This design comes from an exercise in tuning for small area on the open sky130 flow, not from production work. In this exercise RTL edits were held to simulation tests only and were not proved equivalent to the original. No activity file was given, so power comes from the tool's default toggle rates. No driver is modelled on the clock port, so clocking that relies on it looks cheaper here than on a real chip.

==> flow/design.v <==
module pixel_frame_loader #(
  parameter int NUM_PIXELS = 208,
  parameter int PIX_W      = 8,
  parameter int ERR_W      = 8
) (
  input  logic                        clk,
  input  logic                        rst,
  input  logic [PIX_W-1:0]            pix_data,
  input  logic                        pix_valid,
  input  logic                        pix_sof,
  output logic                        pix_ready,
  output logic                        nn_start,
  input  logic                        nn_done,
  output logic [NUM_PIXELS*PIX_W-1:0] frame_pixels,
  output logic                        busy,
  output logic                        sync_err,
  output logic [ERR_W-1:0]            err_count
);
  localparam int IDX_W = $clog2(NUM_PIXELS);
  localparam logic [IDX_W-1:0] LAST = IDX_W'(NUM_PIXELS - 1);
  typedef enum logic [1:0] {
    L_IDLE,
    L_RUN,
    L_DRAIN
  } l_state_t;
  l_state_t         state, state_nxt;
  logic             show_full;    
  logic             fill_full;    
  logic [IDX_W-1:0] wr_idx;
  logic             xfer, we, fill, err, rel, copy;
  logic [NUM_PIXELS*PIX_W-1:0] fill_q;
  logic [NUM_PIXELS*PIX_W-1:0] show_q;
  assign pix_ready = rst & ~(show_full & fill_full);
  assign xfer      = pix_valid & pix_ready;
  assign err       = xfer & (pix_sof ? (wr_idx != '0) : (wr_idx == '0));
  assign we        = xfer & (pix_sof | (wr_idx != '0));
  assign fill      = xfer & ~pix_sof & (wr_idx == LAST);
  assign copy      = fill_full & ~show_full;
  assign nn_start  = (state == L_RUN);
  assign busy      = (state != L_IDLE);
  always_comb begin
    state_nxt = state;
    rel       = 1'b0;
    unique case (state)
      L_IDLE:
        if ((show_full | fill_full) && !nn_done)
          state_nxt = L_RUN;
      L_RUN:
        if (nn_done)
          state_nxt = L_DRAIN;
      L_DRAIN:
        if (!nn_done) begin
          state_nxt = L_IDLE;
          rel       = 1'b1;
        end
      default:
        state_nxt = L_IDLE;
    endcase
  end
  always_ff @(posedge clk) begin
    if (!rst) begin
      state     <= L_IDLE;
      show_full <= 1'b0;
      fill_full <= 1'b0;
    end else begin
      state <= state_nxt;
      if (copy)
        show_full <= 1'b1;
      else if (rel)
        show_full <= 1'b0;
      if (fill)
        fill_full <= 1'b1;
      else if (copy)
        fill_full <= 1'b0;
    end
  end
  always_ff @(posedge clk) begin
    if (!rst) begin
      wr_idx    <= '0;
      sync_err  <= 1'b0;
      err_count <= '0;
    end else begin
      sync_err <= err;
      if (err && (err_count != '1))
        err_count <= err_count + 1'b1;
      if (xfer) begin
        if (pix_sof)
          wr_idx <= IDX_W'(1);
        else if (fill)
          wr_idx <= '0;
        else if (wr_idx != '0)
          wr_idx <= wr_idx + 1'b1;
      end
    end
  end
  localparam int NB = NUM_PIXELS * PIX_W;
  always_ff @(posedge clk) begin
    fill_q <= ({NB{we}} & {pix_data, fill_q[NB-1:PIX_W]}) | ({NB{~we}} & fill_q);
    show_q <= ({NB{copy}} & fill_q) | ({NB{show_full}} & show_q);
  end
  assign frame_pixels = show_q;
endmodule
Settings: LEC_CHECK=0, CAP_MARGIN=20, CORE_MARGIN=2, CORE_UTILIZATION=40, SLEW_MARGIN=20; clock period 10.0 ns.
standard.sh (not shown) runs the stock make flow with config.mk's settings and CLKGATE_MAP_FILE= SYNTH_SCRIPT=/design/flow/synth_recipe.tcl, a recipe that flattens the netlist after the stock synthesis.
==> flow/flow/run.sh <==
#!/bin/bash
set -euo pipefail
export BUFFER_PORTS_ARGS="-buffer_cell sky130_fd_sc_hd__buf_1"
export CTS_ARGS="-sink_clustering_enable -repair_clock_nets -sink_clustering_size 30 -sink_clustering_max_diameter 100 -dont_use_dummy_load"
bash standard.sh "BUFFER_PORTS_ARGS=$BUFFER_PORTS_ARGS" "CTS_ARGS=$CTS_ARGS" finish > standard_flow.log 2>&1
Change:
--- a/flow/flow/run.sh
+++ b/flow/flow/run.sh
@@ -4 +4 @@
-export CTS_ARGS="-sink_clustering_enable -repair_clock_nets -sink_clustering_size 30 -sink_clustering_max_diameter 100 -dont_use_dummy_load"
+export CTS_ARGS="-sink_clustering_enable -repair_clock_nets -sink_clustering_size 16 -sink_clustering_max_diameter 60 -buf_list sky130_fd_sc_hd__clkbuf_8 -dont_use_dummy_load"
--- a/flow/config.mk
+++ b/flow/config.mk
@@ -10,0 +11 @@
+export PLACE_DENSITY = 0.75
Effect: The new run completed with no timing, DRC or antenna violations; critical path depth is unchanged; sequential power barely changes; final area is about the same; cell count climbs by 1.1%; clock power decreases by 3.6%; sequential share of layout area is about the same; utilization barely changes; setup slack improved by 550 ps; flip-flop and latch count does not change; first-iteration DRC count climbs by 19%; via count rose by 3.3%.
Change:
--- a/flow/config.mk
+++ b/flow/config.mk
@@ -8,0 +9 @@
+export CORE_ASPECT_RATIO = 0.4
@@ -10,2 +11 @@
-export CORE_UTILIZATION = 40
-export PLACE_DENSITY = 0.75
+export CORE_UTILIZATION = 50
Outcome:
- The changed run finished clean
- setup slack degrades by 450 ps
- power increases by 0.31%
- non-clock buffer count decreases by 6
- clock skew decreases by 110 ps
- routed wire length decreases by 5.6%
- count of clock-buffer cells in the layout decreases by 2

what the ideal ports hide:
Ports are ideal in the flow. The routed layouts listed here were re-timed in OpenROAD.
Step 1 (the two cells are an assumption about what drives the block):
set clk [get_ports {clk}]
set_driving_cell -lib_cell sky130_fd_sc_hd__clkbuf_16 $clk
set_driving_cell -lib_cell sky130_fd_sc_hd__buf_2 [delete_from_list [all_inputs] $clk]
Step 2 times the ports against the registers' clock, not the clock port: input delays grow and output delays shrink by t, the midpoint of the rising clock arrivals with the driver on.
a / b / c = no drivers / after step 1 / after step 2; a / b = the first two.
run	t, ns	slack for setup (ns)	worst hold slack (ns)	worst setup path at the end	slew at the worst register clock pin (ns)
the first run	0.880	4.249 / 4.091 / 4.091	0.388 / 0.388 / 0.388	input to output	0.12 / 0.12
the second run	1.045	4.804 / 4.754 / 4.439	0.320 / 0.320 / 0.320	input to register	0.10 / 0.10
the third run	1.010	4.352 / 4.181 / 4.181	0.385 / 0.385 / 0.385	input to output	0.11 / 0.11
After both steps setup and hold are still met in every run listed. For the second run, which loses most, drivers alone change the setup slack by -0.050 ns; drivers and shift together by -0.365 ns.
